This design comes from an exercise in tuning for small area and a short achievable clock period on the open sky130 flow, not from production work.
Only simulation tests tie the RTL to the original design; equivalence was not proved.
Power figures rest on the tool's default switching activity, not on a simulated workload.

File: flow/design.v
package srpt_pkg;
   localparam int PEER_ID_W = 14;
   localparam int RPC_ID_W = 14;
   localparam int PKTS_W = 10;
   localparam int OFFSET_W = 32;
   localparam int HDR_W = PEER_ID_W + RPC_ID_W + 2 * PKTS_W + OFFSET_W;
   localparam int STATE_W = 3;
   localparam int ENTRY_W = PEER_ID_W + RPC_ID_W + 2 * PKTS_W + STATE_W;
   localparam int E_STATE_LO = 0;
   localparam int E_GRANT_LO = STATE_W;
   localparam int E_RECV_LO  = E_GRANT_LO + PKTS_W;
   localparam int E_RPC_LO   = E_RECV_LO + PKTS_W;
   localparam int E_PEER_LO  = E_RPC_LO + RPC_ID_W;
   localparam logic [STATE_W-1:0] SRPT_EMPTY  = 3'b100;
   localparam logic [STATE_W-1:0] SRPT_ACTIVE = 3'b110;
   localparam logic [ENTRY_W-1:0] SRPT_ENTRY_NONE = {{(ENTRY_W - STATE_W){1'b0}}, SRPT_EMPTY};
endpackage
module srpt_header_intake (
   input  logic                           ap_clk,
   input  logic                           ap_rst,
   input  logic                           header_valid_i,
   input  logic [srpt_pkg::HDR_W-1:0]     header_i,
   output logic                           push_o,
   output logic                           retire_o,
   output logic [27:0]                    id_o,
   output logic [9:0]                     key_o
);
   logic [27:0] hdr_id;
   logic [9:0]  hdr_msg_len;
   logic [9:0]  hdr_incoming;
   logic [31:0] hdr_offset;
   assign {hdr_id, hdr_msg_len, hdr_incoming, hdr_offset} = header_i;
   logic hdr_useful;
   logic hdr_first;
   assign hdr_useful = hdr_msg_len > hdr_incoming;
   assign hdr_first  = (hdr_offset == '0);
   always_ff @(posedge ap_clk) begin
      if (ap_rst) begin
         push_o   <= 1'b0;
         retire_o <= 1'b0;
      end else begin
         push_o   <= header_valid_i && hdr_useful && hdr_first;
         retire_o <= header_valid_i && hdr_useful && !hdr_first;
      end
   end
   always_ff @(posedge ap_clk) begin
      id_o  <= hdr_id;
      key_o <= hdr_msg_len - 10'd1;
   end
endmodule
module srpt_queue #(
   parameter int QUEUE_DEPTH = 16
) (
   input  logic         ap_clk,
   input  logic         ap_rst,
   input  logic         push_i,
   input  logic [27:0]  push_id_i,
   input  logic [9:0]   push_key_i,
   input  logic         pop_i,
   output logic         head_occ_o,
   output logic         head_occ_nx_o,
   output logic [9:0]   head_key_o,
   output logic [27:0]  head_id_o
);
   localparam int N  = 16;
   localparam int PW = 4;
   logic [N-1:0][9:0]    key;
   logic [N-1:0][PW-1:0] ptr;
   logic [N-1:0][27:0]   id_mem;
   logic [N-1:0][9:0]    key_d;
   logic [N-1:0][PW-1:0] ptr_d;
   logic [N-1:0]         occ;
   logic [9:0]           nkey;
   logic [1:0]           ltn;
   logic [3:0]           ltqn;
   logic e_A_0;
   logic e_A_1;
   logic e_A_2;
   logic e_A_3;
   logic e_A_4;
   logic e_A_5;
   logic e_A_6;
   logic e_A_7;
   logic o_A_0;
   logic o_A_1;
   logic o_A_2;
   logic o_A_3;
   logic o_A_4;
   logic o_A_5;
   logic o_A_6;
   logic e_B_0;
   logic e_B_1;
   logic e_B_2;
   logic e_B_3;
   logic e_B_4;
   logic e_B_5;
   logic e_B_6;
   logic o_B_0;
   logic o_B_1;
   logic o_B_2;
   logic o_B_3;
   logic o_B_4;
   logic o_B_5;
   logic o_B_6;
   logic t_C;
   logic e_C_1;
   logic e_C_2;
   logic e_C_3;
   logic e_C_4;
   logic e_C_5;
   logic e_C_6;
   logic e_C_7;
   logic o_C_0;
   logic o_C_1;
   logic o_C_2;
   logic o_C_3;
   logic o_C_4;
   logic o_C_5;
   logic o_C_6;
   logic t_D;
   logic e_D_1;
   logic e_D_2;
   logic e_D_3;
   logic e_D_4;
   logic e_D_5;
   logic e_D_6;
   logic e_D_7;
   logic o_D_0;
   logic o_D_1;
   logic o_D_2;
   logic o_D_3;
   logic o_D_4;
   logic o_D_5;
   logic o_D_6;
   logic sel_0_1;
   logic sel_0_0;
   logic sel_0_2;
   logic sel_0_nC;
   logic sel_0_nD;
   logic sel_1_3;
   logic sel_1_2;
   logic sel_1_0;
   logic sel_1_1;
   logic sel_1_4;
   logic sel_1_nC;
   logic sel_1_nD;
   logic sel_2_0;
   logic sel_2_1;
   logic sel_2_3;
   logic sel_2_2;
   logic sel_2_4;
   logic sel_2_nC;
   logic sel_2_nD;
   logic sel_3_5;
   logic sel_3_4;
   logic sel_3_2;
   logic sel_3_3;
   logic sel_3_6;
   logic sel_3_1;
   logic sel_4_2;
   logic sel_4_3;
   logic sel_4_5;
   logic sel_4_4;
   logic sel_4_6;
   logic sel_4_1;
   logic sel_5_7;
   logic sel_5_6;
   logic sel_5_4;
   logic sel_5_5;
   logic sel_5_8;
   logic sel_5_3;
   logic sel_6_4;
   logic sel_6_5;
   logic sel_6_7;
   logic sel_6_6;
   logic sel_6_8;
   logic sel_6_3;
   logic sel_7_9;
   logic sel_7_8;
   logic sel_7_6;
   logic sel_7_7;
   logic sel_7_10;
   logic sel_7_5;
   logic sel_8_6;
   logic sel_8_7;
   logic sel_8_9;
   logic sel_8_8;
   logic sel_8_10;
   logic sel_8_5;
   logic sel_9_11;
   logic sel_9_10;
   logic sel_9_8;
   logic sel_9_9;
   logic sel_9_12;
   logic sel_9_7;
   logic sel_10_8;
   logic sel_10_9;
   logic sel_10_11;
   logic sel_10_10;
   logic sel_10_12;
   logic sel_10_7;
   logic sel_11_13;
   logic sel_11_12;
   logic sel_11_10;
   logic sel_11_11;
   logic sel_11_14;
   logic sel_11_9;
   logic sel_12_10;
   logic sel_12_11;
   logic sel_12_13;
   logic sel_12_12;
   logic sel_12_14;
   logic sel_12_9;
   logic sel_13_15;
   logic sel_13_14;
   logic sel_13_12;
   logic sel_13_13;
   logic sel_13_11;
   logic sel_14_12;
   logic sel_14_13;
   logic sel_14_15;
   logic sel_14_14;
   logic sel_14_11;
   logic sel_15_14;
   logic sel_15_15;
   logic sel_15_E;
   logic sel_15_13;
   logic lt_1_0;
   logic lt_2_0;
   logic lt_2_1;
   logic lt_3_0;
   logic lt_3_1;
   logic lt_3_2;
   logic lt_4_1;
   logic lt_4_2;
   logic lt_4_3;
   logic lt_5_2;
   logic lt_5_3;
   logic lt_5_4;
   logic lt_6_3;
   logic lt_6_4;
   logic lt_6_5;
   logic lt_7_4;
   logic lt_7_5;
   logic lt_7_6;
   logic lt_8_5;
   logic lt_8_6;
   logic lt_8_7;
   logic lt_9_6;
   logic lt_9_7;
   logic lt_9_8;
   logic lt_10_7;
   logic lt_10_8;
   logic lt_10_9;
   logic lt_11_8;
   logic lt_11_9;
   logic lt_11_10;
   logic lt_12_9;
   logic lt_12_10;
   logic lt_12_11;
   logic lt_13_10;
   logic lt_13_11;
   logic lt_13_12;
   logic lt_14_11;
   logic lt_14_12;
   logic lt_14_13;
   logic lt_15_12;
   logic lt_15_13;
   logic lt_15_14;
   assign nkey = push_key_i;
   function automatic logic lt10(input logic [9:0] a, input logic [9:0] b);
      logic [15:0] g;
      logic [15:0] n;
      for (int i = 0; i < 16; i++) begin
         if (i < 10) begin
            g[i] = !a[i] && b[i];
            n[i] = !(a[i] && !b[i]);
         end else begin
            g[i] = 1'b0;
            n[i] = 1'b1;
         end
      end
      for (int w = 1; w < 16; w = w * 2) begin
         for (int i = 0; i < 16; i += 2 * w) begin
            g[i] = g[i + w] || (n[i + w] && g[i]);
            n[i] = n[i + w] && n[i];
         end
      end
      lt10 = g[0];
   endfunction
   always_comb begin
      for (int k = 0; k < N; k++) begin
         occ[k] = key[k] != 10'h3ff;
      end
   end
   assign ltn[0]  = lt10(nkey, key[0]);
   assign ltn[1]  = lt10(nkey, key[1]);
   assign ltqn[0] = 1'b0;
   assign ltqn[1] = lt10(key[1], nkey);
   assign ltqn[2] = lt10(key[2], nkey);
   assign ltqn[3] = lt10(key[3], nkey);
   assign lt_1_0 = lt10(key[1], key[0]);
   assign lt_2_0 = lt10(key[2], key[0]);
   assign lt_2_1 = lt10(key[2], key[1]);
   assign lt_3_0 = lt10(key[3], key[0]);
   assign lt_3_1 = lt10(key[3], key[1]);
   assign lt_3_2 = lt10(key[3], key[2]);
   assign lt_4_1 = lt10(key[4], key[1]);
   assign lt_4_2 = lt10(key[4], key[2]);
   assign lt_4_3 = lt10(key[4], key[3]);
   assign lt_5_2 = lt10(key[5], key[2]);
   assign lt_5_3 = lt10(key[5], key[3]);
   assign lt_5_4 = lt10(key[5], key[4]);
   assign lt_6_3 = lt10(key[6], key[3]);
   assign lt_6_4 = lt10(key[6], key[4]);
   assign lt_6_5 = lt10(key[6], key[5]);
   assign lt_7_4 = lt10(key[7], key[4]);
   assign lt_7_5 = lt10(key[7], key[5]);
   assign lt_7_6 = lt10(key[7], key[6]);
   assign lt_8_5 = lt10(key[8], key[5]);
   assign lt_8_6 = lt10(key[8], key[6]);
   assign lt_8_7 = lt10(key[8], key[7]);
   assign lt_9_6 = lt10(key[9], key[6]);
   assign lt_9_7 = lt10(key[9], key[7]);
   assign lt_9_8 = lt10(key[9], key[8]);
   assign lt_10_7 = lt10(key[10], key[7]);
   assign lt_10_8 = lt10(key[10], key[8]);
   assign lt_10_9 = lt10(key[10], key[9]);
   assign lt_11_8 = lt10(key[11], key[8]);
   assign lt_11_9 = lt10(key[11], key[9]);
   assign lt_11_10 = lt10(key[11], key[10]);
   assign lt_12_9 = lt10(key[12], key[9]);
   assign lt_12_10 = lt10(key[12], key[10]);
   assign lt_12_11 = lt10(key[12], key[11]);
   assign lt_13_10 = lt10(key[13], key[10]);
   assign lt_13_11 = lt10(key[13], key[11]);
   assign lt_13_12 = lt10(key[13], key[12]);
   assign lt_14_11 = lt10(key[14], key[11]);
   assign lt_14_12 = lt10(key[14], key[12]);
   assign lt_14_13 = lt10(key[14], key[13]);
   assign lt_15_12 = lt10(key[15], key[12]);
   assign lt_15_13 = lt10(key[15], key[13]);
   assign lt_15_14 = lt10(key[15], key[14]);
   assign e_A_0 = (lt_1_0);
   assign e_A_1 = (lt_3_2);
   assign e_A_2 = (lt_5_4);
   assign e_A_3 = (lt_7_6);
   assign e_A_4 = (lt_9_8);
   assign e_A_5 = (lt_11_10);
   assign e_A_6 = (lt_13_12);
   assign e_A_7 = (lt_15_14);
   assign o_A_0 = (lt_3_0 | lt_2_0 | lt_3_1 | lt_2_1);
   assign o_A_1 = (lt_5_2 | lt_4_2 | lt_5_3 | lt_4_3);
   assign o_A_2 = (lt_7_4 | lt_6_4 | lt_7_5 | lt_6_5);
   assign o_A_3 = (lt_9_6 | lt_8_6 | lt_9_7 | lt_8_7);
   assign o_A_4 = (lt_11_8 | lt_10_8 | lt_11_9 | lt_10_9);
   assign o_A_5 = (lt_13_10 | lt_12_10 | lt_13_11 | lt_12_11);
   assign o_A_6 = (lt_15_12 | lt_14_12 | lt_15_13 | lt_14_13);
   assign e_B_0 = (lt_2_1);
   assign e_B_1 = (lt_4_3);
   assign e_B_2 = (lt_6_5);
   assign e_B_3 = (lt_8_7);
   assign e_B_4 = (lt_10_9);
   assign e_B_5 = (lt_12_11);
   assign e_B_6 = (lt_14_13);
   assign o_B_0 = (lt_4_1 | lt_3_1 | lt_4_2 | lt_3_2);
   assign o_B_1 = (lt_6_3 | lt_5_3 | lt_6_4 | lt_5_4);
   assign o_B_2 = (lt_8_5 | lt_7_5 | lt_8_6 | lt_7_6);
   assign o_B_3 = (lt_10_7 | lt_9_7 | lt_10_8 | lt_9_8);
   assign o_B_4 = (lt_12_9 | lt_11_9 | lt_12_10 | lt_11_10);
   assign o_B_5 = (lt_14_11 | lt_13_11 | lt_14_12 | lt_13_12);
   assign o_B_6 = (lt_15_13 | lt_15_14);
   assign t_C = ltn[0];
   assign e_C_1 = (lt_2_1);
   assign e_C_2 = (lt_4_3);
   assign e_C_3 = (lt_6_5);
   assign e_C_4 = (lt_8_7);
   assign e_C_5 = (lt_10_9);
   assign e_C_6 = (lt_12_11);
   assign e_C_7 = (lt_14_13);
   assign o_C_0 = (lt_2_0 | lt_1_0 | ltqn[2] | ltqn[1]);
   assign o_C_1 = (lt_4_1 | lt_3_1 | lt_4_2 | lt_3_2);
   assign o_C_2 = (lt_6_3 | lt_5_3 | lt_6_4 | lt_5_4);
   assign o_C_3 = (lt_8_5 | lt_7_5 | lt_8_6 | lt_7_6);
   assign o_C_4 = (lt_10_7 | lt_9_7 | lt_10_8 | lt_9_8);
   assign o_C_5 = (lt_12_9 | lt_11_9 | lt_12_10 | lt_11_10);
   assign o_C_6 = (lt_14_11 | lt_13_11 | lt_14_12 | lt_13_12);
   assign t_D = ltn[1];
   assign e_D_1 = (lt_3_2);
   assign e_D_2 = (lt_5_4);
   assign e_D_3 = (lt_7_6);
   assign e_D_4 = (lt_9_8);
   assign e_D_5 = (lt_11_10);
   assign e_D_6 = (lt_13_12);
   assign e_D_7 = (lt_15_14);
   assign o_D_0 = (lt_3_1 | lt_2_1 | ltqn[3] | ltqn[2]);
   assign o_D_1 = (lt_5_2 | lt_4_2 | lt_5_3 | lt_4_3);
   assign o_D_2 = (lt_7_4 | lt_6_4 | lt_7_5 | lt_6_5);
   assign o_D_3 = (lt_9_6 | lt_8_6 | lt_9_7 | lt_8_7);
   assign o_D_4 = (lt_11_8 | lt_10_8 | lt_11_9 | lt_10_9);
   assign o_D_5 = (lt_13_10 | lt_12_10 | lt_13_11 | lt_12_11);
   assign o_D_6 = (lt_15_12 | lt_14_12 | lt_15_13 | lt_14_13);
   assign sel_0_1 = pop_i ? (push_i ? (!t_D) : (!e_B_0)) : (push_i ? 1'b0 : (e_A_0));
   assign sel_0_0 = pop_i ? (push_i ? 1'b0 : 1'b0) : (push_i ? (!t_C) : (!e_A_0));
   assign sel_0_2 = pop_i ? (push_i ? 1'b0 : (e_B_0)) : (push_i ? 1'b0 : 1'b0);
   assign sel_0_nC = pop_i ? (push_i ? 1'b0 : 1'b0) : (push_i ? (t_C) : 1'b0);
   assign sel_0_nD = pop_i ? (push_i ? (t_D) : 1'b0) : (push_i ? 1'b0 : 1'b0);
   assign sel_1_3 = pop_i ? (push_i ? ((e_D_1) & o_D_0) : ((!e_B_1) & o_B_0)) : (push_i ? 1'b0 : ((e_A_1) & o_A_0));
   assign sel_1_2 = pop_i ? (push_i ? ((!e_D_1) & o_D_0) : ((!e_B_0) & !o_B_0)) : (push_i ? ((e_C_1) & o_C_0) : ((!e_A_1) & o_A_0));
   assign sel_1_0 = pop_i ? (push_i ? 1'b0 : 1'b0) : (push_i ? ((t_C) & !o_C_0) : ((e_A_0) & !o_A_0));
   assign sel_1_1 = pop_i ? (push_i ? ((t_D) & !o_D_0) : ((e_B_0) & !o_B_0)) : (push_i ? ((!e_C_1) & o_C_0) : ((!e_A_0) & !o_A_0));
   assign sel_1_4 = pop_i ? (push_i ? 1'b0 : ((e_B_1) & o_B_0)) : (push_i ? 1'b0 : 1'b0);
   assign sel_1_nC = pop_i ? (push_i ? 1'b0 : 1'b0) : (push_i ? ((!t_C) & !o_C_0) : 1'b0);
   assign sel_1_nD = pop_i ? (push_i ? ((!t_D) & !o_D_0) : 1'b0) : (push_i ? 1'b0 : 1'b0);
   assign sel_2_0 = pop_i ? (push_i ? 1'b0 : 1'b0) : (push_i ? ((t_C) & o_C_0) : ((e_A_0) & o_A_0));
   assign sel_2_1 = pop_i ? (push_i ? ((t_D) & o_D_0) : ((e_B_0) & o_B_0)) : (push_i ? ((!e_C_1) & !o_C_0) : ((!e_A_0) & o_A_0));
   assign sel_2_3 = pop_i ? (push_i ? ((e_D_1) & !o_D_0) : ((!e_B_1) & !o_B_0)) : (push_i ? 1'b0 : ((e_A_1) & !o_A_0));
   assign sel_2_2 = pop_i ? (push_i ? ((!e_D_1) & !o_D_0) : ((!e_B_0) & o_B_0)) : (push_i ? ((e_C_1) & !o_C_0) : ((!e_A_1) & !o_A_0));
   assign sel_2_4 = pop_i ? (push_i ? 1'b0 : ((e_B_1) & !o_B_0)) : (push_i ? 1'b0 : 1'b0);
   assign sel_2_nC = pop_i ? (push_i ? 1'b0 : 1'b0) : (push_i ? ((!t_C) & o_C_0) : 1'b0);
   assign sel_2_nD = pop_i ? (push_i ? ((!t_D) & o_D_0) : 1'b0) : (push_i ? 1'b0 : 1'b0);
   assign sel_3_5 = pop_i ? (push_i ? ((e_D_2) & o_D_1) : ((!e_B_2) & o_B_1)) : (push_i ? 1'b0 : ((e_A_2) & o_A_1));
   assign sel_3_4 = pop_i ? (push_i ? ((!e_D_2) & o_D_1) : ((!e_B_1) & !o_B_1)) : (push_i ? ((e_C_2) & o_C_1) : ((!e_A_2) & o_A_1));
   assign sel_3_2 = pop_i ? (push_i ? ((e_D_1) & !o_D_1) : 1'b0) : (push_i ? ((!e_C_1) & !o_C_1) : ((e_A_1) & !o_A_1));
   assign sel_3_3 = pop_i ? (push_i ? ((!e_D_1) & !o_D_1) : ((e_B_1) & !o_B_1)) : (push_i ? ((!e_C_2) & o_C_1) : ((!e_A_1) & !o_A_1));
   assign sel_3_6 = pop_i ? (push_i ? 1'b0 : ((e_B_2) & o_B_1)) : (push_i ? 1'b0 : 1'b0);
   assign sel_3_1 = pop_i ? (push_i ? 1'b0 : 1'b0) : (push_i ? ((e_C_1) & !o_C_1) : 1'b0);
   assign sel_4_2 = pop_i ? (push_i ? ((e_D_1) & o_D_1) : 1'b0) : (push_i ? ((!e_C_1) & o_C_1) : ((e_A_1) & o_A_1));
   assign sel_4_3 = pop_i ? (push_i ? ((!e_D_1) & o_D_1) : ((e_B_1) & o_B_1)) : (push_i ? ((!e_C_2) & !o_C_1) : ((!e_A_1) & o_A_1));
   assign sel_4_5 = pop_i ? (push_i ? ((e_D_2) & !o_D_1) : ((!e_B_2) & !o_B_1)) : (push_i ? 1'b0 : ((e_A_2) & !o_A_1));
   assign sel_4_4 = pop_i ? (push_i ? ((!e_D_2) & !o_D_1) : ((!e_B_1) & o_B_1)) : (push_i ? ((e_C_2) & !o_C_1) : ((!e_A_2) & !o_A_1));
   assign sel_4_6 = pop_i ? (push_i ? 1'b0 : ((e_B_2) & !o_B_1)) : (push_i ? 1'b0 : 1'b0);
   assign sel_4_1 = pop_i ? (push_i ? 1'b0 : 1'b0) : (push_i ? ((e_C_1) & o_C_1) : 1'b0);
   assign sel_5_7 = pop_i ? (push_i ? ((e_D_3) & o_D_2) : ((!e_B_3) & o_B_2)) : (push_i ? 1'b0 : ((e_A_3) & o_A_2));
   assign sel_5_6 = pop_i ? (push_i ? ((!e_D_3) & o_D_2) : ((!e_B_2) & !o_B_2)) : (push_i ? ((e_C_3) & o_C_2) : ((!e_A_3) & o_A_2));
   assign sel_5_4 = pop_i ? (push_i ? ((e_D_2) & !o_D_2) : 1'b0) : (push_i ? ((!e_C_2) & !o_C_2) : ((e_A_2) & !o_A_2));
   assign sel_5_5 = pop_i ? (push_i ? ((!e_D_2) & !o_D_2) : ((e_B_2) & !o_B_2)) : (push_i ? ((!e_C_3) & o_C_2) : ((!e_A_2) & !o_A_2));
   assign sel_5_8 = pop_i ? (push_i ? 1'b0 : ((e_B_3) & o_B_2)) : (push_i ? 1'b0 : 1'b0);
   assign sel_5_3 = pop_i ? (push_i ? 1'b0 : 1'b0) : (push_i ? ((e_C_2) & !o_C_2) : 1'b0);
   assign sel_6_4 = pop_i ? (push_i ? ((e_D_2) & o_D_2) : 1'b0) : (push_i ? ((!e_C_2) & o_C_2) : ((e_A_2) & o_A_2));
   assign sel_6_5 = pop_i ? (push_i ? ((!e_D_2) & o_D_2) : ((e_B_2) & o_B_2)) : (push_i ? ((!e_C_3) & !o_C_2) : ((!e_A_2) & o_A_2));
   assign sel_6_7 = pop_i ? (push_i ? ((e_D_3) & !o_D_2) : ((!e_B_3) & !o_B_2)) : (push_i ? 1'b0 : ((e_A_3) & !o_A_2));
   assign sel_6_6 = pop_i ? (push_i ? ((!e_D_3) & !o_D_2) : ((!e_B_2) & o_B_2)) : (push_i ? ((e_C_3) & !o_C_2) : ((!e_A_3) & !o_A_2));
   assign sel_6_8 = pop_i ? (push_i ? 1'b0 : ((e_B_3) & !o_B_2)) : (push_i ? 1'b0 : 1'b0);
   assign sel_6_3 = pop_i ? (push_i ? 1'b0 : 1'b0) : (push_i ? ((e_C_2) & o_C_2) : 1'b0);
   assign sel_7_9 = pop_i ? (push_i ? ((e_D_4) & o_D_3) : ((!e_B_4) & o_B_3)) : (push_i ? 1'b0 : ((e_A_4) & o_A_3));
   assign sel_7_8 = pop_i ? (push_i ? ((!e_D_4) & o_D_3) : ((!e_B_3) & !o_B_3)) : (push_i ? ((e_C_4) & o_C_3) : ((!e_A_4) & o_A_3));
   assign sel_7_6 = pop_i ? (push_i ? ((e_D_3) & !o_D_3) : 1'b0) : (push_i ? ((!e_C_3) & !o_C_3) : ((e_A_3) & !o_A_3));
   assign sel_7_7 = pop_i ? (push_i ? ((!e_D_3) & !o_D_3) : ((e_B_3) & !o_B_3)) : (push_i ? ((!e_C_4) & o_C_3) : ((!e_A_3) & !o_A_3));
   assign sel_7_10 = pop_i ? (push_i ? 1'b0 : ((e_B_4) & o_B_3)) : (push_i ? 1'b0 : 1'b0);
   assign sel_7_5 = pop_i ? (push_i ? 1'b0 : 1'b0) : (push_i ? ((e_C_3) & !o_C_3) : 1'b0);
   assign sel_8_6 = pop_i ? (push_i ? ((e_D_3) & o_D_3) : 1'b0) : (push_i ? ((!e_C_3) & o_C_3) : ((e_A_3) & o_A_3));
   assign sel_8_7 = pop_i ? (push_i ? ((!e_D_3) & o_D_3) : ((e_B_3) & o_B_3)) : (push_i ? ((!e_C_4) & !o_C_3) : ((!e_A_3) & o_A_3));
   assign sel_8_9 = pop_i ? (push_i ? ((e_D_4) & !o_D_3) : ((!e_B_4) & !o_B_3)) : (push_i ? 1'b0 : ((e_A_4) & !o_A_3));
   assign sel_8_8 = pop_i ? (push_i ? ((!e_D_4) & !o_D_3) : ((!e_B_3) & o_B_3)) : (push_i ? ((e_C_4) & !o_C_3) : ((!e_A_4) & !o_A_3));
   assign sel_8_10 = pop_i ? (push_i ? 1'b0 : ((e_B_4) & !o_B_3)) : (push_i ? 1'b0 : 1'b0);
   assign sel_8_5 = pop_i ? (push_i ? 1'b0 : 1'b0) : (push_i ? ((e_C_3) & o_C_3) : 1'b0);
   assign sel_9_11 = pop_i ? (push_i ? ((e_D_5) & o_D_4) : ((!e_B_5) & o_B_4)) : (push_i ? 1'b0 : ((e_A_5) & o_A_4));
   assign sel_9_10 = pop_i ? (push_i ? ((!e_D_5) & o_D_4) : ((!e_B_4) & !o_B_4)) : (push_i ? ((e_C_5) & o_C_4) : ((!e_A_5) & o_A_4));
   assign sel_9_8 = pop_i ? (push_i ? ((e_D_4) & !o_D_4) : 1'b0) : (push_i ? ((!e_C_4) & !o_C_4) : ((e_A_4) & !o_A_4));
   assign sel_9_9 = pop_i ? (push_i ? ((!e_D_4) & !o_D_4) : ((e_B_4) & !o_B_4)) : (push_i ? ((!e_C_5) & o_C_4) : ((!e_A_4) & !o_A_4));
   assign sel_9_12 = pop_i ? (push_i ? 1'b0 : ((e_B_5) & o_B_4)) : (push_i ? 1'b0 : 1'b0);
   assign sel_9_7 = pop_i ? (push_i ? 1'b0 : 1'b0) : (push_i ? ((e_C_4) & !o_C_4) : 1'b0);
   assign sel_10_8 = pop_i ? (push_i ? ((e_D_4) & o_D_4) : 1'b0) : (push_i ? ((!e_C_4) & o_C_4) : ((e_A_4) & o_A_4));
   assign sel_10_9 = pop_i ? (push_i ? ((!e_D_4) & o_D_4) : ((e_B_4) & o_B_4)) : (push_i ? ((!e_C_5) & !o_C_4) : ((!e_A_4) & o_A_4));
   assign sel_10_11 = pop_i ? (push_i ? ((e_D_5) & !o_D_4) : ((!e_B_5) & !o_B_4)) : (push_i ? 1'b0 : ((e_A_5) & !o_A_4));
   assign sel_10_10 = pop_i ? (push_i ? ((!e_D_5) & !o_D_4) : ((!e_B_4) & o_B_4)) : (push_i ? ((e_C_5) & !o_C_4) : ((!e_A_5) & !o_A_4));
   assign sel_10_12 = pop_i ? (push_i ? 1'b0 : ((e_B_5) & !o_B_4)) : (push_i ? 1'b0 : 1'b0);
   assign sel_10_7 = pop_i ? (push_i ? 1'b0 : 1'b0) : (push_i ? ((e_C_4) & o_C_4) : 1'b0);
   assign sel_11_13 = pop_i ? (push_i ? ((e_D_6) & o_D_5) : ((!e_B_6) & o_B_5)) : (push_i ? 1'b0 : ((e_A_6) & o_A_5));
   assign sel_11_12 = pop_i ? (push_i ? ((!e_D_6) & o_D_5) : ((!e_B_5) & !o_B_5)) : (push_i ? ((e_C_6) & o_C_5) : ((!e_A_6) & o_A_5));
   assign sel_11_10 = pop_i ? (push_i ? ((e_D_5) & !o_D_5) : 1'b0) : (push_i ? ((!e_C_5) & !o_C_5) : ((e_A_5) & !o_A_5));
   assign sel_11_11 = pop_i ? (push_i ? ((!e_D_5) & !o_D_5) : ((e_B_5) & !o_B_5)) : (push_i ? ((!e_C_6) & o_C_5) : ((!e_A_5) & !o_A_5));
   assign sel_11_14 = pop_i ? (push_i ? 1'b0 : ((e_B_6) & o_B_5)) : (push_i ? 1'b0 : 1'b0);
   assign sel_11_9 = pop_i ? (push_i ? 1'b0 : 1'b0) : (push_i ? ((e_C_5) & !o_C_5) : 1'b0);
   assign sel_12_10 = pop_i ? (push_i ? ((e_D_5) & o_D_5) : 1'b0) : (push_i ? ((!e_C_5) & o_C_5) : ((e_A_5) & o_A_5));
   assign sel_12_11 = pop_i ? (push_i ? ((!e_D_5) & o_D_5) : ((e_B_5) & o_B_5)) : (push_i ? ((!e_C_6) & !o_C_5) : ((!e_A_5) & o_A_5));
   assign sel_12_13 = pop_i ? (push_i ? ((e_D_6) & !o_D_5) : ((!e_B_6) & !o_B_5)) : (push_i ? 1'b0 : ((e_A_6) & !o_A_5));
   assign sel_12_12 = pop_i ? (push_i ? ((!e_D_6) & !o_D_5) : ((!e_B_5) & o_B_5)) : (push_i ? ((e_C_6) & !o_C_5) : ((!e_A_6) & !o_A_5));
   assign sel_12_14 = pop_i ? (push_i ? 1'b0 : ((e_B_6) & !o_B_5)) : (push_i ? 1'b0 : 1'b0);
   assign sel_12_9 = pop_i ? (push_i ? 1'b0 : 1'b0) : (push_i ? ((e_C_5) & o_C_5) : 1'b0);
   assign sel_13_15 = pop_i ? (push_i ? ((e_D_7) & o_D_6) : (o_B_6)) : (push_i ? 1'b0 : ((e_A_7) & o_A_6));
   assign sel_13_14 = pop_i ? (push_i ? ((!e_D_7) & o_D_6) : ((!e_B_6) & !o_B_6)) : (push_i ? ((e_C_7) & o_C_6) : ((!e_A_7) & o_A_6));
   assign sel_13_12 = pop_i ? (push_i ? ((e_D_6) & !o_D_6) : 1'b0) : (push_i ? ((!e_C_6) & !o_C_6) : ((e_A_6) & !o_A_6));
   assign sel_13_13 = pop_i ? (push_i ? ((!e_D_6) & !o_D_6) : ((e_B_6) & !o_B_6)) : (push_i ? ((!e_C_7) & o_C_6) : ((!e_A_6) & !o_A_6));
   assign sel_13_11 = pop_i ? (push_i ? 1'b0 : 1'b0) : (push_i ? ((e_C_6) & !o_C_6) : 1'b0);
   assign sel_14_12 = pop_i ? (push_i ? ((e_D_6) & o_D_6) : 1'b0) : (push_i ? ((!e_C_6) & o_C_6) : ((e_A_6) & o_A_6));
   assign sel_14_13 = pop_i ? (push_i ? ((!e_D_6) & o_D_6) : ((e_B_6) & o_B_6)) : (push_i ? ((!e_C_7) & !o_C_6) : ((!e_A_6) & o_A_6));
   assign sel_14_15 = pop_i ? (push_i ? ((e_D_7) & !o_D_6) : (!o_B_6)) : (push_i ? 1'b0 : ((e_A_7) & !o_A_6));
   assign sel_14_14 = pop_i ? (push_i ? ((!e_D_7) & !o_D_6) : ((!e_B_6) & o_B_6)) : (push_i ? ((e_C_7) & !o_C_6) : ((!e_A_7) & !o_A_6));
   assign sel_14_11 = pop_i ? (push_i ? 1'b0 : 1'b0) : (push_i ? ((e_C_6) & o_C_6) : 1'b0);
   assign sel_15_14 = pop_i ? (push_i ? (e_D_7) : 1'b0) : (push_i ? (!e_C_7) : (e_A_7));
   assign sel_15_15 = pop_i ? (push_i ? (!e_D_7) : 1'b0) : (push_i ? 1'b0 : (!e_A_7));
   assign sel_15_E = pop_i ? (push_i ? 1'b0 : 1'b1) : (push_i ? 1'b0 : 1'b0);
   assign sel_15_13 = pop_i ? (push_i ? 1'b0 : 1'b0) : (push_i ? (e_C_7) : 1'b0);
   assign key_d[0] = ({10{sel_0_1}} & key[1]) | ({10{sel_0_0}} & key[0]) | ({10{sel_0_2}} & key[2]) | ({10{sel_0_nC}} & nkey) | ({10{sel_0_nD}} & nkey);
   assign ptr_d[0] = ({PW{sel_0_1}} & ptr[1]) | ({PW{sel_0_0}} & ptr[0]) | ({PW{sel_0_2}} & ptr[2]) | ({PW{sel_0_nC}} & ptr[15]) | ({PW{sel_0_nD}} & ptr[0]);
   assign key_d[1] = ({10{sel_1_3}} & key[3]) | ({10{sel_1_2}} & key[2]) | ({10{sel_1_0}} & key[0]) | ({10{sel_1_1}} & key[1]) | ({10{sel_1_4}} & key[4]) | ({10{sel_1_nC}} & nkey) | ({10{sel_1_nD}} & nkey);
   assign ptr_d[1] = ({PW{sel_1_3}} & ptr[3]) | ({PW{sel_1_2}} & ptr[2]) | ({PW{sel_1_0}} & ptr[0]) | ({PW{sel_1_1}} & ptr[1]) | ({PW{sel_1_4}} & ptr[4]) | ({PW{sel_1_nC}} & ptr[15]) | ({PW{sel_1_nD}} & ptr[0]);
   assign key_d[2] = ({10{sel_2_0}} & key[0]) | ({10{sel_2_1}} & key[1]) | ({10{sel_2_3}} & key[3]) | ({10{sel_2_2}} & key[2]) | ({10{sel_2_4}} & key[4]) | ({10{sel_2_nC}} & nkey) | ({10{sel_2_nD}} & nkey);
   assign ptr_d[2] = ({PW{sel_2_0}} & ptr[0]) | ({PW{sel_2_1}} & ptr[1]) | ({PW{sel_2_3}} & ptr[3]) | ({PW{sel_2_2}} & ptr[2]) | ({PW{sel_2_4}} & ptr[4]) | ({PW{sel_2_nC}} & ptr[15]) | ({PW{sel_2_nD}} & ptr[0]);
   assign key_d[3] = ({10{sel_3_5}} & key[5]) | ({10{sel_3_4}} & key[4]) | ({10{sel_3_2}} & key[2]) | ({10{sel_3_3}} & key[3]) | ({10{sel_3_6}} & key[6]) | ({10{sel_3_1}} & key[1]);
   assign ptr_d[3] = ({PW{sel_3_5}} & ptr[5]) | ({PW{sel_3_4}} & ptr[4]) | ({PW{sel_3_2}} & ptr[2]) | ({PW{sel_3_3}} & ptr[3]) | ({PW{sel_3_6}} & ptr[6]) | ({PW{sel_3_1}} & ptr[1]);
   assign key_d[4] = ({10{sel_4_2}} & key[2]) | ({10{sel_4_3}} & key[3]) | ({10{sel_4_5}} & key[5]) | ({10{sel_4_4}} & key[4]) | ({10{sel_4_6}} & key[6]) | ({10{sel_4_1}} & key[1]);
   assign ptr_d[4] = ({PW{sel_4_2}} & ptr[2]) | ({PW{sel_4_3}} & ptr[3]) | ({PW{sel_4_5}} & ptr[5]) | ({PW{sel_4_4}} & ptr[4]) | ({PW{sel_4_6}} & ptr[6]) | ({PW{sel_4_1}} & ptr[1]);
   assign key_d[5] = ({10{sel_5_7}} & key[7]) | ({10{sel_5_6}} & key[6]) | ({10{sel_5_4}} & key[4]) | ({10{sel_5_5}} & key[5]) | ({10{sel_5_8}} & key[8]) | ({10{sel_5_3}} & key[3]);
   assign ptr_d[5] = ({PW{sel_5_7}} & ptr[7]) | ({PW{sel_5_6}} & ptr[6]) | ({PW{sel_5_4}} & ptr[4]) | ({PW{sel_5_5}} & ptr[5]) | ({PW{sel_5_8}} & ptr[8]) | ({PW{sel_5_3}} & ptr[3]);
   assign key_d[6] = ({10{sel_6_4}} & key[4]) | ({10{sel_6_5}} & key[5]) | ({10{sel_6_7}} & key[7]) | ({10{sel_6_6}} & key[6]) | ({10{sel_6_8}} & key[8]) | ({10{sel_6_3}} & key[3]);
   assign ptr_d[6] = ({PW{sel_6_4}} & ptr[4]) | ({PW{sel_6_5}} & ptr[5]) | ({PW{sel_6_7}} & ptr[7]) | ({PW{sel_6_6}} & ptr[6]) | ({PW{sel_6_8}} & ptr[8]) | ({PW{sel_6_3}} & ptr[3]);
   assign key_d[7] = ({10{sel_7_9}} & key[9]) | ({10{sel_7_8}} & key[8]) | ({10{sel_7_6}} & key[6]) | ({10{sel_7_7}} & key[7]) | ({10{sel_7_10}} & key[10]) | ({10{sel_7_5}} & key[5]);
   assign ptr_d[7] = ({PW{sel_7_9}} & ptr[9]) | ({PW{sel_7_8}} & ptr[8]) | ({PW{sel_7_6}} & ptr[6]) | ({PW{sel_7_7}} & ptr[7]) | ({PW{sel_7_10}} & ptr[10]) | ({PW{sel_7_5}} & ptr[5]);
   assign key_d[8] = ({10{sel_8_6}} & key[6]) | ({10{sel_8_7}} & key[7]) | ({10{sel_8_9}} & key[9]) | ({10{sel_8_8}} & key[8]) | ({10{sel_8_10}} & key[10]) | ({10{sel_8_5}} & key[5]);
   assign ptr_d[8] = ({PW{sel_8_6}} & ptr[6]) | ({PW{sel_8_7}} & ptr[7]) | ({PW{sel_8_9}} & ptr[9]) | ({PW{sel_8_8}} & ptr[8]) | ({PW{sel_8_10}} & ptr[10]) | ({PW{sel_8_5}} & ptr[5]);
   assign key_d[9] = ({10{sel_9_11}} & key[11]) | ({10{sel_9_10}} & key[10]) | ({10{sel_9_8}} & key[8]) | ({10{sel_9_9}} & key[9]) | ({10{sel_9_12}} & key[12]) | ({10{sel_9_7}} & key[7]);
   assign ptr_d[9] = ({PW{sel_9_11}} & ptr[11]) | ({PW{sel_9_10}} & ptr[10]) | ({PW{sel_9_8}} & ptr[8]) | ({PW{sel_9_9}} & ptr[9]) | ({PW{sel_9_12}} & ptr[12]) | ({PW{sel_9_7}} & ptr[7]);
   assign key_d[10] = ({10{sel_10_8}} & key[8]) | ({10{sel_10_9}} & key[9]) | ({10{sel_10_11}} & key[11]) | ({10{sel_10_10}} & key[10]) | ({10{sel_10_12}} & key[12]) | ({10{sel_10_7}} & key[7]);
   assign ptr_d[10] = ({PW{sel_10_8}} & ptr[8]) | ({PW{sel_10_9}} & ptr[9]) | ({PW{sel_10_11}} & ptr[11]) | ({PW{sel_10_10}} & ptr[10]) | ({PW{sel_10_12}} & ptr[12]) | ({PW{sel_10_7}} & ptr[7]);
   assign key_d[11] = ({10{sel_11_13}} & key[13]) | ({10{sel_11_12}} & key[12]) | ({10{sel_11_10}} & key[10]) | ({10{sel_11_11}} & key[11]) | ({10{sel_11_14}} & key[14]) | ({10{sel_11_9}} & key[9]);
   assign ptr_d[11] = ({PW{sel_11_13}} & ptr[13]) | ({PW{sel_11_12}} & ptr[12]) | ({PW{sel_11_10}} & ptr[10]) | ({PW{sel_11_11}} & ptr[11]) | ({PW{sel_11_14}} & ptr[14]) | ({PW{sel_11_9}} & ptr[9]);
   assign key_d[12] = ({10{sel_12_10}} & key[10]) | ({10{sel_12_11}} & key[11]) | ({10{sel_12_13}} & key[13]) | ({10{sel_12_12}} & key[12]) | ({10{sel_12_14}} & key[14]) | ({10{sel_12_9}} & key[9]);
   assign ptr_d[12] = ({PW{sel_12_10}} & ptr[10]) | ({PW{sel_12_11}} & ptr[11]) | ({PW{sel_12_13}} & ptr[13]) | ({PW{sel_12_12}} & ptr[12]) | ({PW{sel_12_14}} & ptr[14]) | ({PW{sel_12_9}} & ptr[9]);
   assign key_d[13] = ({10{sel_13_15}} & key[15]) | ({10{sel_13_14}} & key[14]) | ({10{sel_13_12}} & key[12]) | ({10{sel_13_13}} & key[13]) | ({10{sel_13_11}} & key[11]);
   assign ptr_d[13] = ({PW{sel_13_15}} & ptr[15]) | ({PW{sel_13_14}} & ptr[14]) | ({PW{sel_13_12}} & ptr[12]) | ({PW{sel_13_13}} & ptr[13]) | ({PW{sel_13_11}} & ptr[11]);
   assign key_d[14] = ({10{sel_14_12}} & key[12]) | ({10{sel_14_13}} & key[13]) | ({10{sel_14_15}} & key[15]) | ({10{sel_14_14}} & key[14]) | ({10{sel_14_11}} & key[11]);
   assign ptr_d[14] = ({PW{sel_14_12}} & ptr[12]) | ({PW{sel_14_13}} & ptr[13]) | ({PW{sel_14_15}} & ptr[15]) | ({PW{sel_14_14}} & ptr[14]) | ({PW{sel_14_11}} & ptr[11]);
   assign key_d[15] = ({10{sel_15_14}} & key[14]) | ({10{sel_15_15}} & key[15]) | ({10{sel_15_E}} & 10'h3ff) | ({10{sel_15_13}} & key[13]);
   assign ptr_d[15] = ({PW{sel_15_14}} & ptr[14]) | ({PW{sel_15_15}} & ptr[15]) | ({PW{sel_15_E}} & ptr[0]) | ({PW{sel_15_13}} & ptr[13]);
   assign head_key_o = key[0];
   assign head_occ_o = occ[0];
   assign head_occ_nx_o = push_i || (pop_i ? (occ[1] || occ[2]) : (occ[0] || occ[1]));
   always_comb begin
      head_id_o = '0;
      for (int k = 0; k < N; k++) begin
         head_id_o = head_id_o | ({28{ptr[0] == PW'(k)}} & id_mem[k]);
      end
   end
   always_ff @(posedge ap_clk) begin
      if (ap_rst) begin
         for (int k = 0; k < N; k++) begin
            key[k] <= 10'h3ff;
            ptr[k] <= PW'(k);
         end
      end else begin
         key <= key_d;
         ptr <= ptr_d;
      end
   end
   always_ff @(posedge ap_clk) begin
      for (int k = 0; k < N; k++) begin
         if (push_i && (pop_i ? (ptr[0] == PW'(k)) : (ptr[N - 1] == PW'(k)))) begin
            id_mem[k] <= push_id_i;
         end
      end
   end
endmodule
module srpt_active_set #(
   parameter int MAX_OVERCOMMIT = 4
) (
   input  logic         ap_clk,
   input  logic         ap_rst,
   input  logic         head_occ_nx_i,
   input  logic [9:0]   head_key_i,
   input  logic [27:0]  head_id_i,
   output logic         pop_o,
   input  logic         retire_i,
   input  logic [27:0]  retire_id_i,
   input  logic         grant_full_i,
   output logic         grant_valid_o,
   output logic [50:0]  grant_o
);
   localparam int M = MAX_OVERCOMMIT;
   logic [M-1:0]       occ;
   logic [M-1:0][27:0] slot_id;
   logic [M-1:0]       match;
   logic [M-1:0]       match_first;
   logic [M-1:0]       free_first;
   logic               gv;
   logic [M-1:0]       occ_d;
   logic               can_pop;
   logic [27:0]        g_id;
   logic [9:0]         g_key;
   always_comb begin
      for (int k = 0; k < M; k++) begin
         match[k] = occ[k] && (slot_id[k] == retire_id_i);
      end
      for (int k = 0; k < M; k++) begin
         match_first[k] = match[k];
         free_first[k]  = !occ[k];
         for (int j = 0; j < k; j++) begin
            if (match[j]) match_first[k] = 1'b0;
            if (!occ[j]) free_first[k] = 1'b0;
         end
      end
   end
   assign pop_o = can_pop && !grant_full_i;
   always_comb begin
      for (int k = 0; k < M; k++) begin
         occ_d[k] = (occ[k] && !(retire_i && match_first[k])) || (pop_o && free_first[k]);
      end
   end
   always_ff @(posedge ap_clk) begin
      if (ap_rst) begin
         occ     <= '0;
         gv      <= 1'b0;
         can_pop <= 1'b0;
      end else begin
         occ     <= occ_d;
         gv      <= pop_o;
         can_pop <= head_occ_nx_i && !(&occ_d);
      end
   end
   always_ff @(posedge ap_clk) begin
      for (int k = 0; k < M; k++) begin
         if (pop_o && free_first[k]) slot_id[k] <= head_id_i;
      end
      g_id  <= head_id_i;
      g_key <= head_key_i;
   end
   assign grant_valid_o = gv;
   assign grant_o = {g_id, 9'b0, gv, g_key, gv, gv, 1'b0};
endmodule
module srpt_grant_top #(
   parameter int QUEUE_DEPTH    = 16,
   parameter int MAX_OVERCOMMIT = 4
) (
   input  logic        ap_clk,
   input  logic        ap_rst,
   input  logic        header_valid_i,
   input  logic [79:0] header_i,
   input  logic        grant_full_i,
   output logic        grant_valid_o,
   output logic [50:0] grant_o
);
   logic        push;
   logic        retire;
   logic [27:0] in_id;
   logic [9:0]  in_key;
   logic        head_occ;
   logic        head_occ_nx;
   logic [9:0]  head_key;
   logic [27:0] head_id;
   logic        pop;
   srpt_header_intake u_intake (
      .ap_clk         (ap_clk),
      .ap_rst         (ap_rst),
      .header_valid_i (header_valid_i),
      .header_i       (header_i),
      .push_o         (push),
      .retire_o       (retire),
      .id_o           (in_id),
      .key_o          (in_key)
   );
   srpt_queue #(
      .QUEUE_DEPTH (QUEUE_DEPTH)
   ) u_queue (
      .ap_clk     (ap_clk),
      .ap_rst     (ap_rst),
      .push_i     (push),
      .push_id_i  (in_id),
      .push_key_i (in_key),
      .pop_i      (pop),
      .head_occ_o (head_occ),
      .head_occ_nx_o (head_occ_nx),
      .head_key_o (head_key),
      .head_id_o  (head_id)
   );
   srpt_active_set #(
      .MAX_OVERCOMMIT (MAX_OVERCOMMIT)
   ) u_active (
      .ap_clk        (ap_clk),
      .ap_rst        (ap_rst),
      .head_occ_nx_i (head_occ_nx),
      .head_key_i    (head_key),
      .head_id_i     (head_id),
      .pop_o         (pop),
      .retire_i      (retire),
      .retire_id_i   (in_id),
      .grant_full_i  (grant_full_i),
      .grant_valid_o (grant_valid_o),
      .grant_o       (grant_o)
   );
endmodule
File: flow/flow/run.sh
#!/bin/bash
# The standard layout (the standard.sh: standard synthesis, then ORFS floorplan to
# finish) with these changes to how the layout is made; the clock, the constraints and
# every other setting are the standard flow's:
#  - the port buffers that buffer_ports inserts on every input and output are buf_1
#    (the repair resizes them where timing needs it).
set -euo pipefail
bash standard.sh SETUP_SLACK_MARGIN=7 \
   "BUFFER_PORTS_ARGS=-buffer_cell sky130_fd_sc_hd__buf_1" finish > standard_flow.log 2>&1
File: flow/standard.sh
#!/bin/bash
# synth_recipe.tcl (not shown) runs the flow's synth.tcl, then flattens the netlist and writes it again
# the make line also repeats each setting of config.mk as NAME=value (left out here)
make -C /OpenROAD-flow-scripts/flow DESIGN_CONFIG=/design/flow/config.mk WORK_HOME=/design/flow/orfs CLKGATE_MAP_FILE= SYNTH_SCRIPT=/design/flow/synth_recipe.tcl "${@:-finish}"
File: flow/config.mk
export PLATFORM = sky130hd
export DESIGN_NAME = srpt_grant_top
export DESIGN_NICKNAME = srpt_grant_top
export VERILOG_FILES = /design/flow/design.v
export SDC_FILE = /design/flow/constraint.sdc
export NUM_CORES = 4
export LEC_CHECK = 0
export CAP_MARGIN = 20
export CORE_MARGIN = 2
export CORE_UTILIZATION = 40
export SLEW_MARGIN = 20
File: flow/constraint.sdc
create_clock -name core_clock -period 10.5 [get_ports {ap_clk}]
set_input_delay 2.1000 -clock core_clock [delete_from_list [all_inputs] [get_ports {ap_clk}]]
set_output_delay 2.1000 -clock core_clock [all_outputs]
set_load 0.01 [all_outputs]
==> metrics.csv, run 1 <==
stage,metric,value,unit
status,status,"complete, no violations",
global_routing,first-pass GRT wire length,248700,um
synth,register area share after synthesis,52.65,%
routing,Detail Route Antenna Nets,0,
sta,Final Skew,29.50,ps
cts,Num CTS Buffers,95,
sta,endpoints failing hold,0,
cells_and_area,Finished Layout Cells,5579,
synth,mux contribution to synthesized area,0.04586,%
cts,hold buffer count at cts,0,
sta,"Setup violations, final",0,
cts,number of clock sinks,868,
worst_setup_path,Worst setup EP type,register,
global_routing,number of global-route vias before repair,36215,
floorplan,die width,334.4,um
place,Post-DP HPWL,105900,um
sta,Slew headroom,20.22,%
routing,drt initial violations,5802,
routing,vias,38874,
synth,Mapped Cells,4002,
worst_setup_path,crit path cell chain,"buf_12, nor2b_4, buf_12, nor2_4, buf_4, clkbuf_16, a32o_4, buf_4, a221oi_2, o2111ai_1, a21o_1",
cts,H-tree Lvls,3,
flow_run,Max Cap Violations,0,
routing,Via density,6.968,
sta,highest achievable clock rate,286.3,MHz
pwr,maximum vdd drop,175.8,uV
routing,final wirelength,170700,um
synth,Syn. warnings,3,
worst_setup_path,CP Data Arrival Time,4080,ps
synth,Post-Syn Area,43650,um^2
sta,final slew viol count,0,
cells_and_area,utilization after layout,47.99,%
cts,CTS Buffer Depth,3,
sta,minimum clock period,3492,ps
worst_setup_path,critical path peak fanout,14,
pwr,total chip power,16760,uW
place,Port Buffer Count,125,
cts,worst skew pair latency,710,ps
synth,Netlist cell types,102,
synth,Synth Area per Inst,10.91,um^2
floorplan,IO Pins,136,
sta,post-route clock period utilization,33.26,%
pwr,PD cells,321.6,nW/um^2
cells_and_area,nets,4180,
synth,main combinational cell family by area after synthesis,compound AO/OA/AOI/OAI gates,
synth,Synth Flop Type,edfxtp_1,
synth,simple-gate share of the synthesized area,9.874,%
global_routing,gr ovfl total,0,
min_path,Worst Hold Class,reg2reg,
synth,Compound-Gate Fraction of Synth Area,27.32,%
worst_setup_path,"slowest stage delay, CP",410,ps
routing,post-DR wirelength/cell,30.60,um
synth,Synth area leaders,"edfxtp_1, dfxtp_1, a221oi_1",
pwr,Leak Pwr,0.01753,uW
synth,Post-Synth Adder-Cell Area,2.261,%
floorplan,Die H,334.4,um
synth,area share of the largest cell type after synthesis,38.52,%
routing,DRT Pass-1 Iters,10,
synth,Post-synth EDFFs,560,
sta,Setup TNS,0,ps
synth,"area leader, netlist",edfxtp_1,
sta,RSZ-0062 raised after global routing,yes,
floorplan,DIE AREA,111800,um^2
cts,clk slew on worst S/H paths,60,ps
floorplan,row count,121,
cells_and_area,Layout area overhead,19.33,%
synth,Async SR Flop Fraction,0,%
cts,Root Buffer,clkbuf_16,
worst_setup_path,CP max stage cell,a32o_4,
floorplan,Initial Util,40.21,%
cells_and_area,share of cells above drive strength 1,19.85,%
synth,XOR/XNOR Fraction of Synth Area,2.408,%
place,placed cell count,5240,
place,RePlAce Congestion,0.9545,
worst_setup_path,type of origin of the critical path,primary input,
worst_setup_path,kind of critical path,in2reg,
routing,DRC,0,
floorplan,core area,108600,um^2
synth,"flops & latches, synth",868,
global_routing,gr usage total,29.31,%
worst_setup_path,Critical Path RT,11090,ps
cts,CTS tree,yes,
global_routing,largest net degree at the start of global routing,74,
global_routing,initial antenna violation count,5,
sta,worst-margin pin slew,1192,ps
## stage by stage
| stage | hold WS, ps | worst slack (ps) | instance area, um^2 |
|---|---|---|---|
| after CTS | 498.4 | 6899 | 50610 |
| after global placement | 486.0 | 4866 | 45750 |
| after detailed placement | 486.2 | 4960 | 45770 |
| after global routing | 486.9 | 6935 | 52090 |
| final | 482.4 | 7008 | 52090 |
| after floorplan | 329.0 | 6396 | 44680 |
## kinds of logic after synthesis
kind of cell / Yosys count
flops: 868
xor+xnor: 120
simple gates: 867
mux: 2
compound gates: 1469
buf+inv: 580
fa+ha+maj: 95
other cells: 1
## worst max-delay path, delay by kind of cell
kind	cells	cell delay, ps
AND/OR/NAND/NOR	2	200
AO/OA/AOI/OAI	4	980
buffers and inverters	5	780
## layout by cell type, fill, tap and decap left out, drive strengths merged, types with 20 or more instances in the layout
master    netlist  layout
o22ai          71      71
a21o           20      20
a22oi         116     116
xor2           65      65
o221ai         47      48
buf           117     363
nand3          93      93
clkinv          9      41
inv           174     156
o211ai         55      55
a221oi        260     260
o2111ai        37      37
edfxtp        560     560
nand2         266     267
nand4          77      77
xnor2          55      55
clkinvlp        0      25
nor4           36      36
o21ai         144     144
a222oi        101     101
nor2          144     145
a31oi          46      46
a221o         196     196
a211oi         23      23
a22o          115     115
a21oi          87      87
maj3           84      85
nand2b         77      78
dfxtp         308     308
clkbuf        280     129
nor2b          55      55
nor3           47      47
## sequential cells by signal, summed over array words and instances, names as in the netlist
name / count
u_active.gv: 1
u_active.g_key: 10
u_active.occ: 4
u_intake.id_o: 28
u_intake.retire_o: 1
u_active.g_id: 28
u_active.slot_id: 112
u_queue.id_mem: 448
u_queue.key: 160
u_intake.key_o: 10
u_queue.ptr: 64
u_intake.push_o: 1
u_active.can_pop: 1
## synth_stat cells (82+ instances only)
library cell,instances
o21ai_0,137
clkbuf_1,279
a221o_1,196
inv_1,169
nand3_1,93
a22o_1,115
nor2_1,143
a222oi_1,101
dfxtp_1,308
a21oi_1,87
nand2_1,266
edfxtp_1,560
a221oi_1,258
a22oi_1,116
buf_2,82
## cell type report
| cell class | count | area (um^2) |
|---|---|---|
| inverter | 183 | 777.0 |
| antenna | 3 | 7.507 |
| fill | 9713 | 56460 |
| clock inverter | 48 | 605.6 |
| multi-input combinational | 2569 | 20210 |
| clock buffer | 126 | 2584 |
| timing repair buffer | 368 | 2869 |
| tap | 1414 | 1769 |
| sequential | 868 | 23270 |
## power breakdown
| part | internal [uW] | total (uW) | switching, uW | leakage (uW) |
|---|---|---|---|---|
| clock network | 1970 | 3440 | 1470 | 0.00155 |
| registers | 4240 | 5530 | 1290 | 0.00759 |
| logic | 3140 | 7790 | 4650 | 0.00839 |
## worst paths after layout
kind / start / endpoint / slack, ps / cells past startpoint
worst max register to register: u_queue.key[30] / u_queue.key[47] / 7030 / 11
worst max-delay path: grant_full_i / u_queue.key[21] / 7010 / 11
worst min-delay path: u_queue.key[3] / u_active.g_key[3] / 480 / 0
worst min register to register: u_queue.key[3] / u_active.g_key[3] / 480 / 0
## layer usage
layer  GRT usage [%]  share of wire, %  vias to the layer above
met5               0            0.0070                        -
met1           40.59                40                    19343
met4           8.674               3.4                        2
met3           5.364                11                      475
li1                -                 -                    16423
met2           46.72                46                     2631
## timing repair
action | 4_1_cts | 5_1_grt
gates cloned | 4 | 6
pin swaps | 31 | 40
resized for setup | 291 | 193
endpoints found under the hold margin | 0 | 0
buffers inserted | 63 | 89
setup endpoints to repair | 672 | 466
==> run 2: changes to the inputs <==
==> flow/flow/run.sh (replaced) <==
#!/bin/bash
# The standard layout (the standard.sh: standard synthesis, then ORFS floorplan to
# finish) with these changes to how the layout is made; the clock, the constraints and
# every other setting are the standard flow's:
#  - clock tree sinks are clustered up to 20 to a leaf buffer, within 100 um;
#  - the port buffers that buffer_ports inserts on every input and output are buf_1
#    (the repair resizes them where timing needs it).
set -euo pipefail
bash standard.sh SETUP_SLACK_MARGIN=7 CTS_CLUSTER_SIZE=20 CTS_CLUSTER_DIAMETER=100 \
   "BUFFER_PORTS_ARGS=-buffer_cell sky130_fd_sc_hd__buf_1" finish > standard_flow.log 2>&1
==> metrics.csv, run 2 <==
stage,metric,value,unit,change
status,status,"complete, no violations",,
cells_and_area,biggest regs,"u_queue.id_mem (448), u_queue.key (160), u_active.slot_id (112)",,
synth,Post-Syn Area,43650,um^2,unchanged
synth,"count leader, synth",edfxtp_1,,
sta,Slew headroom,33.52,%,+13 points
cells_and_area,nets,4149,,-0.74%
min_path,Worst Hold Class,reg2reg,,
routing,final wirelength,170700,um,about the same
pwr,Leak Pwr,0.01688,uW,-3.7%
synth,register area share after synthesis,52.65,%,unchanged
routing,drt initial violations,6135,,+5.7%
cells_and_area,most frequent cells in the layout,"edfxtp_1, nand2_1, a221oi_1, a221o_1, buf_4",,
global_routing,first-pass GRT wire length,246400,um,-0.90%
routing,DRT Pass-1 Iters,13,,+3
floorplan,Die H,334.4,um,unchanged
pwr,total chip power,15830,uW,-5.5%
cells_and_area,area occupied by multi-input gates,20280,um^2,+0.32%
worst_setup_path,critical path peak fanout,28,,+14
worst_setup_path,CP Depth,7,,-4
worst_setup_path,"slowest stage delay, CP",530,ps,+120 ps
synth,Synth Flop Type,edfxtp_1,,
sta,Setup TNS,0,ps,unchanged
cts,CTS Buffer Depth,3,,unchanged
sta,post-route clock period utilization,33.76,%,+0.50 points
sta,Final Skew,32.43,ps,+2.932 ps
sta,RSZ-0062 raised after global routing,yes,,
global_routing,largest net degree at the start of global routing,74,,unchanged
worst_setup_path,critical path's top delay family,simple AND/OR/NAND/NOR gates,,
synth,Mapped Cells,4002,,unchanged
floorplan,row count,121,,unchanged
worst_setup_path,type of origin of the critical path,primary input,,
cells_and_area,share of cells above drive strength 1,18.83,%,-1.0 points
cells_and_area,utilization after layout,46.80,%,-1.2 points
place,Port Buffer Count,125,,unchanged
cells_and_area,register area,23270,um^2,about the same
worst_setup_path,Critical Path RT,10820,ps,-270 ps
routing,post-DR wirelength/cell,30.97,um,+1.2%
synth,"flops & latches, synth",868,,unchanged
synth,Syn. warnings,3,,unchanged
cts,Root Buffer,clkbuf_16,,
worst_setup_path,CP max stage cell,or3_4,,
synth,Post-synth EDFFs,560,,unchanged
sta,minimum clock period,3545,ps,+52.29 ps
worst_setup_path,kind of critical path,in2reg,,
cts,CTS tree,yes,,
floorplan,Initial Util,40.21,%,unchanged
cells_and_area,FILL cells,9848,,+1.4%
flow_run,Max Cap Violations,0,,unchanged
cells_and_area,Layout area overhead,16.37,%,
routing,Detail Route Antenna Nets,0,,unchanged
sta,worst-margin pin slew,995.8,ps,-196.4 ps
sta,highest achievable clock rate,282.1,MHz,-1.5%
synth,"area leader, netlist",edfxtp_1,,
routing,Via density,7.035,,+0.97%
global_routing,initial antenna violation count,4,,-1
worst_setup_path,worst path bufs/invs,3,,-2
worst_setup_path,Worst setup EP type,register,,
worst_setup_path,R2R setup slack,7030,ps,about the same
sta,"Setup violations, final",0,,unchanged
floorplan,die width,334.4,um,unchanged
min_path,worst hold path cell count,0,,unchanged
synth,Async SR Flop Fraction,0,%,unchanged
routing,vias,38771,,-0.26%
worst_setup_path,CP Data Arrival Time,3870,ps,-210 ps
synth,Netlist cell types,102,,unchanged
global_routing,number of global-route vias before repair,35719,,-1.4%
cts,number of clock sinks,868,,unchanged
pwr,maximum vdd drop,203.9,uV,+16%
cts,Num CTS Buffers,53,,-44%
worst_setup_path,number of cells on the worst reg-to-reg path,14,,+3
place,RePlAce Congestion,0.9545,,unchanged
cells_and_area,max reg flops,448,,unchanged
cts,hold buffer count at cts,0,,unchanged
cts,H-tree Lvls,2,,-1
cells_and_area,"most common cell after layout, fill and taps aside",edfxtp_1,,
synth,area share of the largest cell type after synthesis,38.52,%,unchanged
global_routing,gr ovfl total,0,,unchanged
synth,Synth area leaders,"edfxtp_1, dfxtp_1, a221oi_1",,
floorplan,core area,108600,um^2,unchanged
cts,worst skew pair latency,710,ps,about the same
routing,DRC,0,,unchanged
synth,Synth Area per Inst,10.91,um^2,unchanged
worst_setup_path,crit path cell chain,"buf_8, nand2b_4, buf_4, nand2_4, or3_4, o2bb2ai_4, buf_6",,
floorplan,IO Pins,136,,unchanged
floorplan,DIE AREA,111800,um^2,unchanged
synth,Synth top cells by count,"edfxtp_1, dfxtp_1, clkbuf_1",,
place,Post-DP HPWL,105900,um,unchanged
pwr,PD cells,311.6,nW/um^2,-3.1%
global_routing,gr usage total,29.06,%,-0.26 points
sta,final slew viol count,0,,unchanged
sta,endpoints failing hold,0,,unchanged
cells_and_area,register bank with the most flops,u_queue.id_mem,,
cts,clk slew on worst S/H paths,80,ps,+20 ps
## run 2: cell counts after synthesis
No cell type changed its count.
## run 2: stage by stage
stage | instances | hold WS, ps | instance area, um^2 | setup WS [ps]
2_1_floorplan | 4011 | 329.0 | 44680 | 6396
3_3_place_gp | 5240 | 486.0 | 45750 | 4866
3_5_place_dp | 5240 | 486.2 | 45770 | 4960
4_1_cts | 5399 | 483.0 | 49060 | 6936
5_1_grt | 5509 | 451.6 | 50790 | 6922
6_report | 5511 | 457.1 | 50800 | 6955
## run 2: layout make-up
class | count | area share, %
tap | 1414 | 3.483
multi-input combinational | 2570 | 39.91
clock buffer | 81 | 2.837
timing repair buffer | 378 | 5.786
inverter | 183 | 1.537
sequential | 868 | 45.82
clock inverter | 15 | 0.6158
antenna | 2 | 0.009852
## run 2: cell families (layout without fill, tap and decap cells)
group | Yosys count | after routing | share of synthesized area [%]
AO/OA/AOI/OAI | 1469 | 1472 | 27.32
XOR/XNOR | 120 | 120 | 2.408
adder cells (fa/ha/maj) | 95 | 96 | 2.261
buffers and inverters | 580 | 657 | 5.440
flip-flops | 868 | 868 | 52.65
multiplexers | 2 | 2 | 0.04586
other | 1 | 12 | 0.008590
AND/OR/NAND/NOR | 867 | 870 | 9.874
## run 2: layer usage
metal	up-vias	track usage [%]	wire [um]
li1	16329	-	-
met3	423	4.697	17960
met5	-	0	0
met1	19327	40.58	68490
met2	2692	46.34	78750
met4	0	8.674	5484
## run 2: report_power, final
part           switching [uW]  leakage [uW]  internal [uW]
Sequential               1290       0.00759           4230
Combinational            4720       0.00845           3220
Clock                    1250      0.000833           1100
Total                    7270        0.0169           8560
## run 2: timing repair
item / 4_1_cts / 5_1_grt
setup buffers: 59 / 101
hold endpoints to repair: 0 / 0
setup endpoints to repair: 675 / 440
pin swaps: 28 / 58
gates cloned: 4 / 9
resized for setup: 279 / 213
## run 2: final timing paths
kind,endpoint,from
hold / removal,u_active.g_key[0],u_queue.key[0]
setup / recovery,u_queue.id_mem[245],grant_full_i
hold reg to reg,u_active.g_key[0],u_queue.key[0]
setup reg to reg,u_queue.key[25],u_queue.key[30]
==> run 3: changes to the inputs <==
--- a/flow/flow/run.sh
+++ b/flow/flow/run.sh
@@ -6,5 +6,5 @@
 #  - the port buffers that buffer_ports inserts on every input and output are buf_1
 #    (the repair resizes them where timing needs it).
 set -euo pipefail
-bash standard.sh SETUP_SLACK_MARGIN=7 CTS_CLUSTER_SIZE=20 CTS_CLUSTER_DIAMETER=100 \
+bash standard.sh SETUP_SLACK_MARGIN=7.15 CTS_CLUSTER_SIZE=20 CTS_CLUSTER_DIAMETER=100 \
    "BUFFER_PORTS_ARGS=-buffer_cell sky130_fd_sc_hd__buf_1" finish > standard_flow.log 2>&1
==> metrics.csv, run 3 <==
stage,metric,value,unit,change
pwr,Leak Pwr,0.01764,uW,+4.5%
place,RePlAce Congestion,0.9468,,-0.81%
synth,Mapped Cells,4002,,unchanged
sta,highest achievable clock rate,283.6,MHz,+0.53%
floorplan,core area,108600,um^2,unchanged
pwr,maximum vdd drop,196.2,uV,-3.8%
floorplan,die width,334.4,um,unchanged
global_routing,initial antenna violation count,2,,-2
sta,minimum clock period,3526,ps,-18.57 ps
cells_and_area,"most common cell after layout, fill and taps aside",edfxtp_1,,
floorplan,row count,121,,unchanged
routing,DRT Pass-1 Iters,9,,-4
worst_setup_path,crit path cell chain,"inv_1, a221oi_1, o21ai_0, a41oi_1, nor2_1, buf_4, a32oi_4, clkinvlp_4, a221o_1, a221o_1",,
synth,"flops & latches, synth",868,,unchanged
pwr,total chip power,16470,uW,+4.1%
worst_setup_path,number of cells on the worst reg-to-reg path,10,,-4
global_routing,gr usage total,29.14,%,+0.084 points
floorplan,IO Pins,136,,unchanged
sta,post-route clock period utilization,33.58,%,-0.18 points
sta,"Setup violations, final",0,,unchanged
cts,Num CTS Buffers,52,,-1.9%
status,status,"complete, no violations",,
global_routing,gr ovfl total,0,,unchanged
global_routing,met3 Use GR,5.323,%,+0.63 points
min_path,HP Start,u_queue.key[0],,
min_path,Worst Hold Class,reg2reg,,
cts,number of clock sinks,868,,unchanged
cts,CTS Buffer Depth,3,,unchanged
synth,Synth Flop Type,edfxtp_1,,
worst_setup_path,type of origin of the critical path,register,,
synth,main combinational cell family by area after synthesis,compound AO/OA/AOI/OAI gates,,
cells_and_area,register bank with the most flops,u_queue.id_mem,,
cts,Root Buffer,clkbuf_16,,
global_routing,GRT busiest layer,met2,,
routing,final wirelength,172900,um,+1.3%
worst_setup_path,CP Data Arrival Time,4120,ps,+250 ps
cells_and_area,biggest regs,"u_queue.id_mem (448), u_queue.key (160), u_active.slot_id (112)",,
synth,"area leader, netlist",edfxtp_1,,
synth,Post-Synth Adder-Cell Area,2.261,%,unchanged
floorplan,DIE AREA,111800,um^2,unchanged
synth,mux contribution to synthesized area,0.04586,%,unchanged
min_path,worst hold path cell count,0,,unchanged
synth,Post-Syn Area,43650,um^2,unchanged
cells_and_area,nets,4273,,+3.0%
cts,H-tree Lvls,2,,unchanged
pwr,PD cells,314.0,nW/um^2,+0.77%
routing,post-DR wirelength/cell,30.67,um,-0.96%
cells_and_area,max reg flops,448,,unchanged
synth,Synth area leaders,"edfxtp_1, dfxtp_1, a221oi_1",,
synth,Compound-Gate Fraction of Synth Area,27.32,%,unchanged
synth,Syn. warnings,3,,unchanged
worst_setup_path,worst reg2reg endpoint,u_queue.key[79],,
routing,vias,39696,,+2.4%
cells_and_area,FILL cells,9604,,-2.5%
sta,endpoints failing hold,0,,unchanged
worst_setup_path,Critical Path RT,11090,ps,+270 ps
worst_setup_path,Worst setup EP type,register,,
place,area of placed instances,45810,um^2,+0.10%
sta,final slew viol count,0,,unchanged
routing,Via density,7.043,,+0.12%
cells_and_area,most frequent cells in the layout,"edfxtp_1, buf_4, nand2_1, a221oi_1, a221o_1",,
routing,DRC,0,,unchanged
floorplan,Die H,334.4,um,unchanged
global_routing,largest net degree at the start of global routing,82,,+11%
routing,drt initial violations,6001,,-2.2%
sta,Setup TNS,0,ps,unchanged
place,dpl ws,5005,ps,+45.19 ps
synth,"count leader, synth",edfxtp_1,,
worst_setup_path,"slowest stage delay, CP",570,ps,+40 ps
worst_setup_path,kind of critical path,reg2reg,,
synth,Synth top cells by count,"edfxtp_1, dfxtp_1, clkbuf_1",,
==> run 3: cell count changes in the layout (fill, tap and decap cells not counted), sizes merged <==
cell / change
buf: +118
or2: +1
clkinv: +2
clkbuf: +6
clkinvlp: -1
bufinv: -3
nor2: +2
o22ai: -1
diode: +1
==> run 3: layer usage <==
layer | share of wire (%) | wire length, um | up-vias
met2 | 46 | 79650 | 2869
met3 | 11 | 18930 | 516
met1 | 39 | 67590 | 19760
met4 | 3.9 | 6713 | 0
li1 | - | - | 16551
met5 | 0 | 0 | -
==> run 3: cell type report <==
class	count	area [um^2]	area share [%]
flip-flops and latches	868	23360	44.53
clock buffers	83	1448	2.760
repair buffers	500	4263	8.127
inverters	183	777.0	1.481
diodes	3	7.507	0.01431
well taps	1414	1769	3.373
repair inverters	1	7.507	0.01431
multi-input cells	2572	20620	39.31
clock inverters	12	209.0	0.3983
==> run 3: kinds of logic (layout without fill, tap and decap cells) <==
group           count (synthesis)  after routing
compound gates               1469           1471
xor+xnor                      120            120
fa+ha+maj                      95             96
buf+inv                       580            779
flops                         868            868
mux                             2              2
other cells                     1             13
simple gates                  867            873
==> run 3: how the worst max path moves through the flow <==
stage	start	end	cells after the start
2_1_floorplan	grant_full_i	u_active.can_pop	8
3_3_place_gp	grant_full_i	u_queue.ptr[56]	8
3_5_place_dp	grant_full_i	u_queue.ptr[56]	8
4_1_cts	u_queue.key[40]	u_queue.key[60]	11
5_1_grt	u_queue.key[81]	u_queue.key[79]	11
6_report	u_queue.key[72]	u_queue.key[79]	10
==> run 3: per-stage QoR <==
stage          instances  util, %  hold slack, ps
6_report            5636    48.32           443.4
5_1_grt             5633    48.32           450.8
4_1_cts             5484    46.27           472.6
3_5_place_dp        5249    42.21           486.1
3_3_place_gp        5247    42.19           481.4
2_1_floorplan       4011        -           329.0
==> run 3: timing repair <==
action                     4_1_cts  5_1_grt
setup endpoints to repair      721      429
gates resized for setup        428      213
setup buffers                  131      141
cloned                           9        8
hold endpoints to repair         0        0
pin swaps                       62       89
==> run 3: worst max-delay path: cells and delay by family, from the launching register on <==
kind                   cells  cell delay (ps)
AO/OA/AOI/OAI              6             2150
buffers and inverters      3              710
flip-flops                 1              490
AND/OR/NAND/NOR            1               90
==> run 3: report_power, final <==
group / switching [uW] / leakage (uW) / internal, uW / total, uW
Combinational: 5020 / 0.00926 / 3720 / 8740
Clock: 1230 / 0.000784 / 1020 / 2250
Sequential: 1230 / 0.00760 / 4240 / 5480
Total: 7480 / 0.0176 / 8990 / 16500
